What follows belongs to an exercise in optimizing a design on an open flow for small area, a short achievable clock period and few clock cycles; a production flow would make more cautious choices.

// text_char_scanner_core
module text_char_scanner_core #(
    parameter int LINE_BITS   = 20,    
    parameter int COLUMN_BITS = 16,
    parameter int TAB_STOP    = 4
) (
    input  logic                       i_clk,
    input  logic                       i_rst_n,
    input  logic                       i_valid,
    input  logic [tcs_pkg::BYTE_W-1:0] i_byte,
    output logic                       o_ready,
    output logic                       o_valid,
    input  logic                       i_ready,
    output logic [1:0]                 o_kind,
    output logic [tcs_pkg::BYTE_W-1:0] o_char,
    output logic [tcs_pkg::LINE_W-1:0] o_line,
    output logic [tcs_pkg::COL_W-1:0]  o_col,
    output logic [2:0]                 o_code,
    output logic                       o_last
);
For scale: ~460 cells after synthesis, ~72 flip-flops, roughly 64 I/O pins, roughly 4300 µm² of cells after synthesis.
clock: 4.0 ns
lec_check: 0
cap_margin: 20
core_margin: 2
core_utilization: 40
cts_buf_list: sky130_fd_sc_hd__clkbuf_4 sky130_fd_sc_hd__clkbuf_8
setup_slack_margin: 1.5
slew_margin: 20
standard.sh (not shown) runs the stock make flow with config.mk's settings and CLKGATE_MAP_FILE= SYNTH_SCRIPT=/design/flow/synth_recipe.tcl, a recipe that flattens the netlist after the stock synthesis.
==> flow/flow/run.sh <==
#!/bin/bash
# Standard layout, with plain buf_1 cells as the port buffers.
set -euo pipefail
bash standard.sh BUFFER_PORTS_ARGS="-buffer_cell sky130_fd_sc_hd__buf_1" finish > make_finish.log 2>&1
Rerun with:
--- a/flow/design.v
+++ b/flow/design.v
@@ -97,42 +97,40 @@
         f_class[K_LEAD]  = (v == 8'hE2);
         f_class[K_C80]   = (v == 8'h80);
         f_class[K_CTL]   = ((v[7:5] == 3'b000) && v != 8'h00 && v != 8'h09
                             && v != 8'h0A && v != 8'h0D) || (v == 8'h7F);
         f_class[K_INC]   = (v[7] ? v[6] : (v[6] | v[5])) && (v != 8'h7F);
         case (v)
             8'h93, 8'h94, 8'h98, 8'h99, 8'h9C, 8'h9D: f_class[K_UERR] = 1'b1;
             default:                                  f_class[K_UERR] = 1'b0;
         endcase
     endfunction
+    logic          r_iv;
+    logic [7:0]    r_ib;
+    logic [NK-1:0] r_k;       
     logic          r_sv;
     logic [7:0]    r_sb;
-    logic          in_v;
-    logic [7:0]    r_ib;
-    logic [NK-1:0] r_k;
     logic        r_outv;      
     logic        r_olast;     
     logic        r_kerr;      
     logic        r_end;       
     logic [7:0]  r_ch;
     logic [19:0] r_line;
     logic [15:0] r_col;
     logic [2:0]  r_code;
     logic        r_mv_rst;    
     logic        r_mv_nl;     
     logic        r_mv_inc;    
     logic        r_mv_tab;    
     logic        r_cmt, r_star, r_slash, r_cr, r_lead, r_lead80, r_failed;
     logic        r_e2sat;     
-    assign in_v = r_sv || i_valid;
-    assign r_ib = r_sv ? r_sb : i_byte;
-    assign r_k  = f_class(r_ib);
+    assign r_k = f_class(r_ib);
     function automatic logic [19:0] f_inc20(input logic [19:0] v);
         for (int i = 0; i < 20; i++)
             f_inc20[i] = v[i] ^ ((i == 0) ? 1'b1 : &(v | ~((20'd1 << i) - 20'd1)));
     endfunction
     function automatic logic [13:0] f_inc14(input logic [13:0] v, input logic ci);
         for (int i = 0; i < 14; i++)
             f_inc14[i] = v[i] ^ (ci & ((i == 0) ? 1'b1 : &(v | ~((14'd1 << i) - 14'd1))));
     endfunction
     function automatic logic [15:0] f_dec16(input logic [15:0] v);
         for (int i = 0; i < 16; i++)
@@ -156,26 +154,24 @@
             cur_line = r_line;
         if (r_mv_rst || r_mv_nl)
             cur_col = 16'd1;
         else if (r_mv_inc || r_mv_tab)
             cur_col = col_sat ? 16'hFFFF
                               : {hi_sum, (r_mv_inc ? r_col[1:0] + 2'd1 : 2'd1)};
         else
             cur_col = r_col;
     end
     assign lead_col = r_e2sat ? r_col : f_dec16(r_col);
-    logic go, rel, consume, do_rel;
-    assign go      = in_v && (!r_outv || i_ready);
-    assign rel     = r_slash && !r_k[K_STAR];
-    assign consume = go && !rel;
-    assign do_rel  = go && rel;
-    assign o_ready = !r_sv;
+    logic consume, main_free;
+    assign consume   = r_iv && (!r_outv || i_ready);
+    assign main_free = !r_iv || consume;
+    assign o_ready   = !r_sv;
     logic [2:0] ucode;
     logic       n_ov, n_end, n_err, n_uerr;
     logic [2:0] n_code;
     logic       n_cmt, n_star, n_slash, n_cr, n_lead, n_lead80, n_failed;
     always_comb begin
         case (r_ib)
             8'h93:                ucode = 3'd1;
             8'h94:                ucode = 3'd2;
             8'h99:                ucode = 3'd3;
             default:              ucode = 3'd4;
@@ -240,65 +236,70 @@
             end else begin
                 n_ov = 1'b1;
             end
         end
         if (r_k[K_NUL]) begin
             n_cmt    = 1'b0;
             n_star   = 1'b0;
             n_failed = 1'b0;
         end
     end
+    logic          iv_n, slash_n, ov_n, rel_n;
+    logic [7:0]    in_b, ib_n;
+    logic [NK-1:0] k_n;
+    assign in_b = r_sv ? r_sb : i_byte;
+    assign iv_n    = main_free ? (r_sv || i_valid) : r_iv;
+    assign ib_n    = main_free ? in_b : r_ib;
+    assign k_n     = f_class(ib_n);
+    assign slash_n = consume ? n_slash : r_slash;
+    assign ov_n    = consume ? n_ov : (r_outv && !i_ready);
+    assign rel_n   = iv_n && slash_n && !k_n[K_STAR];
     always_ff @(posedge i_clk) begin
         if (!i_rst_n) begin
+            r_iv     <= 1'b0;
             r_sv     <= 1'b0;
             r_outv   <= 1'b0;
             r_mv_rst <= 1'b1;
             r_mv_nl  <= 1'b0;
             r_mv_inc <= 1'b0;
             r_mv_tab <= 1'b0;
             r_cmt    <= 1'b0;
             r_star   <= 1'b0;
             r_slash  <= 1'b0;
             r_cr     <= 1'b0;
             r_lead   <= 1'b0;
             r_lead80 <= 1'b0;
             r_failed <= 1'b0;
         end else begin
-            r_sv <= in_v && !consume;
-            if (do_rel) begin
-                r_outv  <= 1'b1;
-                r_slash <= 1'b0;
-            end else if (consume) begin
-                r_outv   <= n_ov;
-                r_slash  <= n_slash;
+            r_iv   <= iv_n;
+            r_sv   <= !main_free && (r_sv || i_valid);
+            r_outv <= ov_n || rel_n;
+            r_slash <= slash_n;
+            if (consume) begin
                 r_mv_rst <= r_k[K_NUL];
                 r_mv_nl  <= r_k[K_LF];
                 r_mv_inc <= r_k[K_INC];
                 r_mv_tab <= r_k[K_TAB];
                 r_cmt    <= n_cmt;
                 r_star   <= n_star;
                 r_cr     <= n_cr;
                 r_lead   <= n_lead;
                 r_lead80 <= n_lead80;
                 r_failed <= n_failed;
-            end else if (i_ready) begin
-                r_outv <= 1'b0;
             end
         end
     end
     always_ff @(posedge i_clk) begin
+        r_ib    <= ib_n;
         if (!r_sv)
             r_sb <= i_byte;
-        if (do_rel)
-            r_olast <= r_k[K_SLASH] || r_k[K_CR];
-        else if (consume)
-            r_olast <= 1'b1;
+        r_olast <= !rel_n || k_n[K_SLASH] || k_n[K_CR];
         if (consume) begin
             r_ch    <= n_err ? 8'h00 : r_ib;
             r_line  <= cur_line;
             r_col   <= n_uerr ? lead_col : cur_col;
             r_end   <= n_end;
             r_kerr  <= n_err;
             r_code  <= n_code;
             r_e2sat <= &r_col;
         end
     end
Outcome: Synthesized cell count drops by a few percent. Cell area drops by a few percent. Sequential share of layout area climbs by 5.6 points. Via count drops by roughly a tenth. Register-to-register slack improves by 0.04 ns. Sequential cell count climbs by 9. Core utilization drops by 5.0 points. Worst setup slack improves by 0.036 ns. Count of clock-buffer cells in the layout drops by 3.
No run of this note included a check of the RTL's function; only the layout flow was run.

-- separate check: timing with driven ports --
The results above use ideal ports. As a check the final layouts listed here were re-extracted and re-timed, cells and wires unchanged. Step 1, drivers: a clkbuf_16 drives i_clk and a buf_2 each remaining input, both assumed. Step 2 moves the port delays by t, midway between the first and last clock arrival at a register: inputs arrive t later, outputs are due t later. That takes back most of the time a late clock gives input paths. Slacks: no drivers / after step 1 / after step 2; pairs: no drivers / after step 1.
| run | t, ns | slack for setup (ns) | slew at the worst register clock pin (ns) |
|---|---|---|---|
| the first run | 0.392 | 1.549 / 1.550 / 1.175 | 0.09 / 0.09 |
| the second run | 0.391 | 1.586 / 1.586 / 1.305 | 0.09 / 0.09 |
After both steps every run listed still meets setup and hold. For the first run, which loses most, drivers alone change the setup slack by +0.001 ns; drivers and shift together by -0.374 ns.
